What follows belongs to an exercise in optimizing a design on an open flow for small area, a short achievable clock period and few clock cycles per item; a production flow would make more cautious choices.
Where RTL was checked, it was by simulation tests only, not by an equivalence proof against the original.

## try-yarrow
==> flow/design.v <==
`timescale 1ns/100ps
package conv_pkg;
    typedef logic signed [7:0] int8_t;
    typedef logic [16-1:0] bf16_t;
    typedef logic [7:0] smag_t;
    typedef logic [11:0] bf16_reg_t;
endpackage
`timescale 1ns/100ps
module int8_to_smag
(
    input  conv_pkg::int8_t value,
    output conv_pkg::smag_t smag
);
    logic       s;
    logic [6:0] x;
    logic [6:0] below;    
    assign s = value[7];
    assign x = {value[6:1], value[0] | (s & ~|value[6:1])};
    assign below[0] = 1'b0;
    for (genvar i = 1; i < 7; i++) begin : g_below
        assign below[i] = below[i-1] | x[i-1];
    end
    assign smag = {s, x ^ ({7{s}} & below)};
endmodule
module smag_to_bf16
(
    input  conv_pkg::smag_t     smag,
    output conv_pkg::bf16_reg_t result
);
    logic       s, z4, z2, z1;
    logic [6:0] m, a, b;
    logic [5:0] c;
    logic [7:0] e;
    assign {s, m} = smag;
    assign z4 = (m[6:3] == 4'd0);
    assign a  = z4 ? {m[2:0], 4'd0} : m;
    assign z2 = (a[6:5] == 2'd0);
    assign b  = z2 ? {a[4:0], 2'd0} : a;
    assign z1 = !b[6];
    assign c  = z1 ? {b[4:0], 1'b0} : b[5:0];
    assign e[7]   = !(z4 && z2);
    assign e[6:3] = {4{z4 && z2 && !z1}};
    assign e[2]   = !(z4 ^ z2) && !(z4 && z2 && z1);
    assign e[1]   = z2 && !(z4 && z1);
    assign e[0]   = !z1;
    assign result = {s, e[7], e[3], e[2:0], c};
endmodule
`timescale 1ns/100ps
module line_assembler
(
    input  logic                  clk,
    input  logic                  half_sel,
    input  logic [64-1:0] mem_data_in,
    output conv_pkg::smag_t [3:0] smag_q
);
    logic [64/2-1:0] word_half;
    conv_pkg::smag_t [3:0]   smag;
    assign word_half = half_sel ? mem_data_in[64-1:64/2]
                                : mem_data_in[64/2-1:0];
    for (genvar i = 0; i < 4; i++) begin : g_lane
        int8_to_smag u_smag (
            .value (word_half[i*8 +: 8]),
            .smag  (smag[i])
        );
    end
    always_ff @(posedge clk)
        smag_q <= smag;
endmodule
`timescale 1ns/100ps
module tile_buffer
(
    input  logic                  clk,
    input  conv_pkg::smag_t [3:0] smag_q,
    output logic [64-1:0] res_data_out
);
    conv_pkg::bf16_reg_t [3:0] conv;
    conv_pkg::bf16_reg_t [3:0] conv_q;
    for (genvar i = 0; i < 4; i++) begin : g_lane
        smag_to_bf16 u_conv (
            .smag   (smag_q[i]),
            .result (conv[i])
        );
        assign res_data_out[i*16 +: 16] =
            {conv_q[i][11:10], {4{conv_q[i][9]}}, conv_q[i][8:0], 1'b0};
    end
    always_ff @(posedge clk)
        conv_q <= conv;
endmodule
`timescale 1ns/100ps
module tile_word_counter
(
    input  logic       clk,
    input  logic       rd_active,
    input  logic       cv_active,
    output logic [5:0] rd_word,
    output logic [5:0] wr_word,
    output logic       rd_last
);
    logic [7:0] seq;
    logic       fb;
    assign fb = seq[5] ^ seq[4] ^ (seq[4:0] == 5'd0);
    always_ff @(posedge clk) begin
        if (!rd_active && !cv_active)
            seq <= '0;
        else
            seq <= {seq[6:0], fb};
    end
    assign rd_word = seq[5:0];
    assign wr_word = seq[7:2];
    assign rd_last = (seq[5:0] == 6'b100000);
endmodule
`timescale 1ns/100ps
module tile_ctrl_fsm
(
    input  logic     clk,
    input  logic     rst,
    input  logic     comp_enb,
    input  logic     rd_last,
    output logic     rd_active,
    output logic     cv_active,
    output logic     wr_active,
    output logic     busy,
    output logic     done
);
    always_ff @(posedge clk) begin
        if (rst) begin
            rd_active <= 1'b0;
            cv_active <= 1'b0;
            wr_active <= 1'b0;
        end else begin
            if (rd_active)
                rd_active <= !rd_last;
            else
                rd_active <= comp_enb && !cv_active && !wr_active;    
            cv_active <= rd_active;
            wr_active <= cv_active;
        end
    end
    assign busy = rd_active || cv_active;
    assign done = wr_active && !cv_active;    
endmodule
`timescale 1ns/100ps
module tile_convert_top
(
    input  logic                   clk,
    input  logic                   rst,
    input  logic                   comp_enb,
    output logic                   busy,
    output logic                   done,
    output logic [16-1:0] mem_addr,
    output logic                   mem_read_enb,
    input  logic [64-1:0]  mem_data_in,
    output logic [16-1:0] res_addr,
    output logic [64-1:0]  res_data_out,
    output logic                   res_write_enb
);
    logic                  rd_active;
    logic                  cv_active;
    logic                  wr_active;
    logic                  rd_last;
    logic [5:0]            rd_word;
    logic [5:0]            wr_word;
    conv_pkg::smag_t [3:0] smag_q;
    tile_ctrl_fsm u_fsm (
        .clk       (clk),
        .rst       (rst),
        .comp_enb  (comp_enb),
        .rd_last   (rd_last),
        .rd_active (rd_active),
        .cv_active (cv_active),
        .wr_active (wr_active),
        .busy      (busy),
        .done      (done)
    );
    tile_word_counter u_counter (
        .clk       (clk),
        .rd_active (rd_active),
        .cv_active (cv_active),
        .rd_word   (rd_word),
        .wr_word   (wr_word),
        .rd_last   (rd_last)
    );
    line_assembler u_assembler (
        .clk         (clk),
        .half_sel    (rd_word[0]),
        .mem_data_in (mem_data_in),
        .smag_q      (smag_q)
    );
    tile_buffer u_buffer (
        .clk          (clk),
        .smag_q       (smag_q),
        .res_data_out (res_data_out)
    );
    assign mem_addr      = {11'd0, rd_word[5:1]};
    assign res_addr      = {10'd0, wr_word};
    assign mem_read_enb  = rd_active;
    assign res_write_enb = wr_active;
endmodule
export LEC_CHECK = 0
export CAP_MARGIN = 20
export CORE_MARGIN = 2
export CORE_UTILIZATION = 40
export SLEW_MARGIN = 20
create_clock -name core_clock -period 8.0 [get_ports {clk}]
standard.sh (not shown) runs the stock make flow with config.mk's settings and CLKGATE_MAP_FILE= SYNTH_SCRIPT=/design/flow/synth_recipe.tcl, a recipe that flattens the netlist after the stock synthesis.
==> flow/flow/run.sh <==
#!/bin/bash
# Standard layout with three changes:
#  - synthesis maps the logic with ABC's area script replaced by abc.script,
#    and without the adder extraction (ADDER_MAP_FILE empty); everything else,
#    register names included, is the standard synthesis; the run stops with
#    an error if its registers differ from the standard synthesis's;
#  - the port buffers are made from the smallest buffer cell.
# Each tool's output goes to a log of its own in this folder.
set -euo pipefail
here=$(pwd)
res=$here/orfs/results/$FLOW_PLATFORM/tile_convert_top/base

# The standard synthesis, kept for its registers
bash standard.sh synth > synth_standard.log 2>&1
cp $res/1_2_yosys.v $here/standard_synth.v
rm -rf $here/orfs

# ORFS's scripts with the area ABC script replaced
cp -r $FLOW_HOME/scripts $here/scripts
cp $here/flow/abc.script $here/scripts/abc_area.script
bash standard.sh synth SCRIPTS_DIR=$here/scripts ABC_AREA=1 ADDER_MAP_FILE= > synth.log 2>&1
python3 $here/flow/sameregs.py $here/standard_synth.v $res/1_2_yosys.v > sameregs.log 2>&1

export BUFFER_PORTS_ARGS="-buffer_cell sky130_fd_sc_hd__buf_1"
export CTS_ARGS="-sink_clustering_enable -repair_clock_nets -dont_use_dummy_load"
bash standard.sh finish > standard.log 2>&1
==> flow/flow/abc.script <==
strash
dch -f
amap
==> flow/flow/sameregs.py <==
# sameregs.py A.v B.v: exit 0 when both netlists hold the same flip-flops
# (instance names and cell types), else 1.
import re, sys
def regs(path):
    text = open(path).read()
    return sorted(re.findall(r'^\s*(sky130_fd_sc_hd__(?:df|edf|sdf|dl)\w*)\s+(\\\S+|\w+)\s*\(', text, re.M), key=lambda t: t[1])
a, b = regs(sys.argv[1]), regs(sys.argv[2])
print(f"{len(a)} registers in {sys.argv[1]}, {len(b)} in {sys.argv[2]}")
if a != b:
    for x in sorted(set(a) ^ set(b))[:20]:
        print("differs:", x)
    sys.exit(1)
print("same registers")
Edits applied to the flow inputs when going from try-yarrow to try-delta:
Settings: an added SETUP_SLACK_MARGIN of 5.
--- outcome ---
Final wirelength is lower on try-yarrow. Summary of try-delta over try-yarrow: HPWL reported at the end of detailed placement now sits lower; least setup slack across all paths after layout grew by 750 ps; global-route wire length before repair has decreased.
No functional check of the RTL was part of any run of this note.


tile_convert_top, a different RTL version from the one above (not shown whole).
Size: roughly 370 cells after synthesis, roughly 45 flip-flops, ~2700 sq um of cells after synthesis.
clock: 8.0 ns
lec_check: 0
cap_margin: 20
core_margin: 2
core_utilization: 40
setup_slack_margin: 4.3
slew_margin: 20
==> flow/flow/run.sh <==
#!/bin/bash
# Standard layout with these changes:
#  - synthesis maps the logic with ABC's area script replaced by abc.script,
#    and without the adder extraction (ADDER_MAP_FILE empty); everything else,
#    register names included, is the standard synthesis; the run stops with
#    an error if its registers differ from the standard synthesis's;
#  - the port buffers are made from the smallest buffer cell;
#  - clock tree synthesis inserts no dummy loads and uses clkbuf_4 only;
#  - one tie cell drives all constant outputs.
# Each tool's output goes to a log of its own in this folder.
set -euo pipefail
here=$(pwd)
res=$here/orfs/results/$FLOW_PLATFORM/tile_convert_top/base

# The standard synthesis, kept for its registers
bash standard.sh synth > synth_standard.log 2>&1
cp $res/1_2_yosys.v $here/standard_synth.v
rm -rf $here/orfs

# ORFS's scripts with the area ABC script replaced
cp -r $FLOW_HOME/scripts $here/scripts
cp $here/flow/abc.script $here/scripts/abc_area.script
bash standard.sh synth SCRIPTS_DIR=$here/scripts ABC_AREA=1 ADDER_MAP_FILE= > synth.log 2>&1
python3 $here/flow/sameregs.py $here/standard_synth.v $res/1_2_yosys.v > sameregs.log 2>&1

export BUFFER_PORTS_ARGS="-buffer_cell sky130_fd_sc_hd__buf_1"
export CTS_ARGS="-sink_clustering_enable -repair_clock_nets -dont_use_dummy_load -buf_list {sky130_fd_sc_hd__clkbuf_4 sky130_fd_sc_hd__clkbuf_8}"
export SKIP_REPAIR_TIE_FANOUT=1
bash standard.sh finish > standard.log 2>&1
Scripts as last shown in full above: flow/flow/abc.script, flow/flow/sameregs.py
Testbench counts at the start, summed over its fixed seeds: cycles 4,224, tiles 64.
Next try:
--- a/flow/flow/run.sh
+++ b/flow/flow/run.sh
@@ -1,3 +1,3 @@
 #!/bin/bash
-# Standard layout with these changes:
+# Standard layout with three changes:
 #  - synthesis maps the logic with ABC's area script replaced by abc.script,
@@ -6,5 +6,3 @@
 #    an error if its registers differ from the standard synthesis's;
-#  - the port buffers are made from the smallest buffer cell;
-#  - clock tree synthesis inserts no dummy loads and uses clkbuf_4 only;
-#  - one tie cell drives all constant outputs.
+#  - the port buffers are made from the smallest buffer cell.
 # Each tool's output goes to a log of its own in this folder.
@@ -26,4 +24,3 @@
 export BUFFER_PORTS_ARGS="-buffer_cell sky130_fd_sc_hd__buf_1"
-export CTS_ARGS="-sink_clustering_enable -repair_clock_nets -dont_use_dummy_load -buf_list {sky130_fd_sc_hd__clkbuf_4 sky130_fd_sc_hd__clkbuf_8}"
-export SKIP_REPAIR_TIE_FANOUT=1
+export CTS_ARGS="-sink_clustering_enable -repair_clock_nets -dont_use_dummy_load"
 bash standard.sh finish > standard.log 2>&1
--- a/flow/config.mk
+++ b/flow/config.mk
@@ -10,3 +10,3 @@
 export CORE_UTILIZATION = 40
-export SETUP_SLACK_MARGIN = 4.3
+export SETUP_SLACK_MARGIN = 4.5
 export SLEW_MARGIN = 20
Sequential share of layout area fell by 1.1 points.
Via count increases by 3.2%.
Worst setup slack gains 130 ps.
Synthesized cell count is unchanged.
Next try:
--- a/flow/config.mk
+++ b/flow/config.mk
@@ -10,3 +10,3 @@
 export CORE_UTILIZATION = 40
-export SETUP_SLACK_MARGIN = 4.5
+export SETUP_SLACK_MARGIN = 4.85
 export SLEW_MARGIN = 20
=> Wire length went up by 9.9%; worst hold slack is worse by 17 ps; maximum frequency went up by 6.6%.

re-timing with driven ports:
No port has a modelled driver above. Below, the same layouts with a new extraction and two added sets of constraints.
Step 1 sets driving cells, clkbuf_16 on the clock port and buf_2 on the other inputs (assumed; they add their load-dependent delay and slew).
Step 2 also shifts input and output timing later by t, the mid clock arrival at the registers, as if the neighbouring blocks saw the same clock.
Slacks: ideal ports / drivers / drivers and shift; pairs: ideal ports / drivers.
| run | t, ns | setup slack, ns | clock arrival spread, ns | worst register clock-pin slew, ns | pins driven straight from the clock port |
|---|---|---|---|---|---|
| try-yarrow | 0.365 | 4.305 / 4.305 / 4.305 | 0.032 / 0.033 | 0.10 / 0.10 | 1 |
| try-delta | 0.372 | 5.058 / 5.066 / 4.694 | 0.018 / 0.018 | 0.08 / 0.08 | 1 |
| the first run of note 2 | 0.311 | 4.554 / 4.527 / 4.323 | 0.008 / 0.008 | 0.08 / 0.08 | 1 |
| the second run of note 2 | 0.316 | 4.680 / 4.652 / 4.396 | 0.029 / 0.030 | 0.09 / 0.09 | 1 |
| the third run of note 2 | 0.315 | 4.887 / 4.859 / 4.650 | 0.019 / 0.019 | 0.09 / 0.09 | 1 |
After both steps every run listed still meets setup and hold. For try-delta, which loses most, drivers alone change the setup slack by +0.008 ns; drivers and shift together by -0.364 ns.
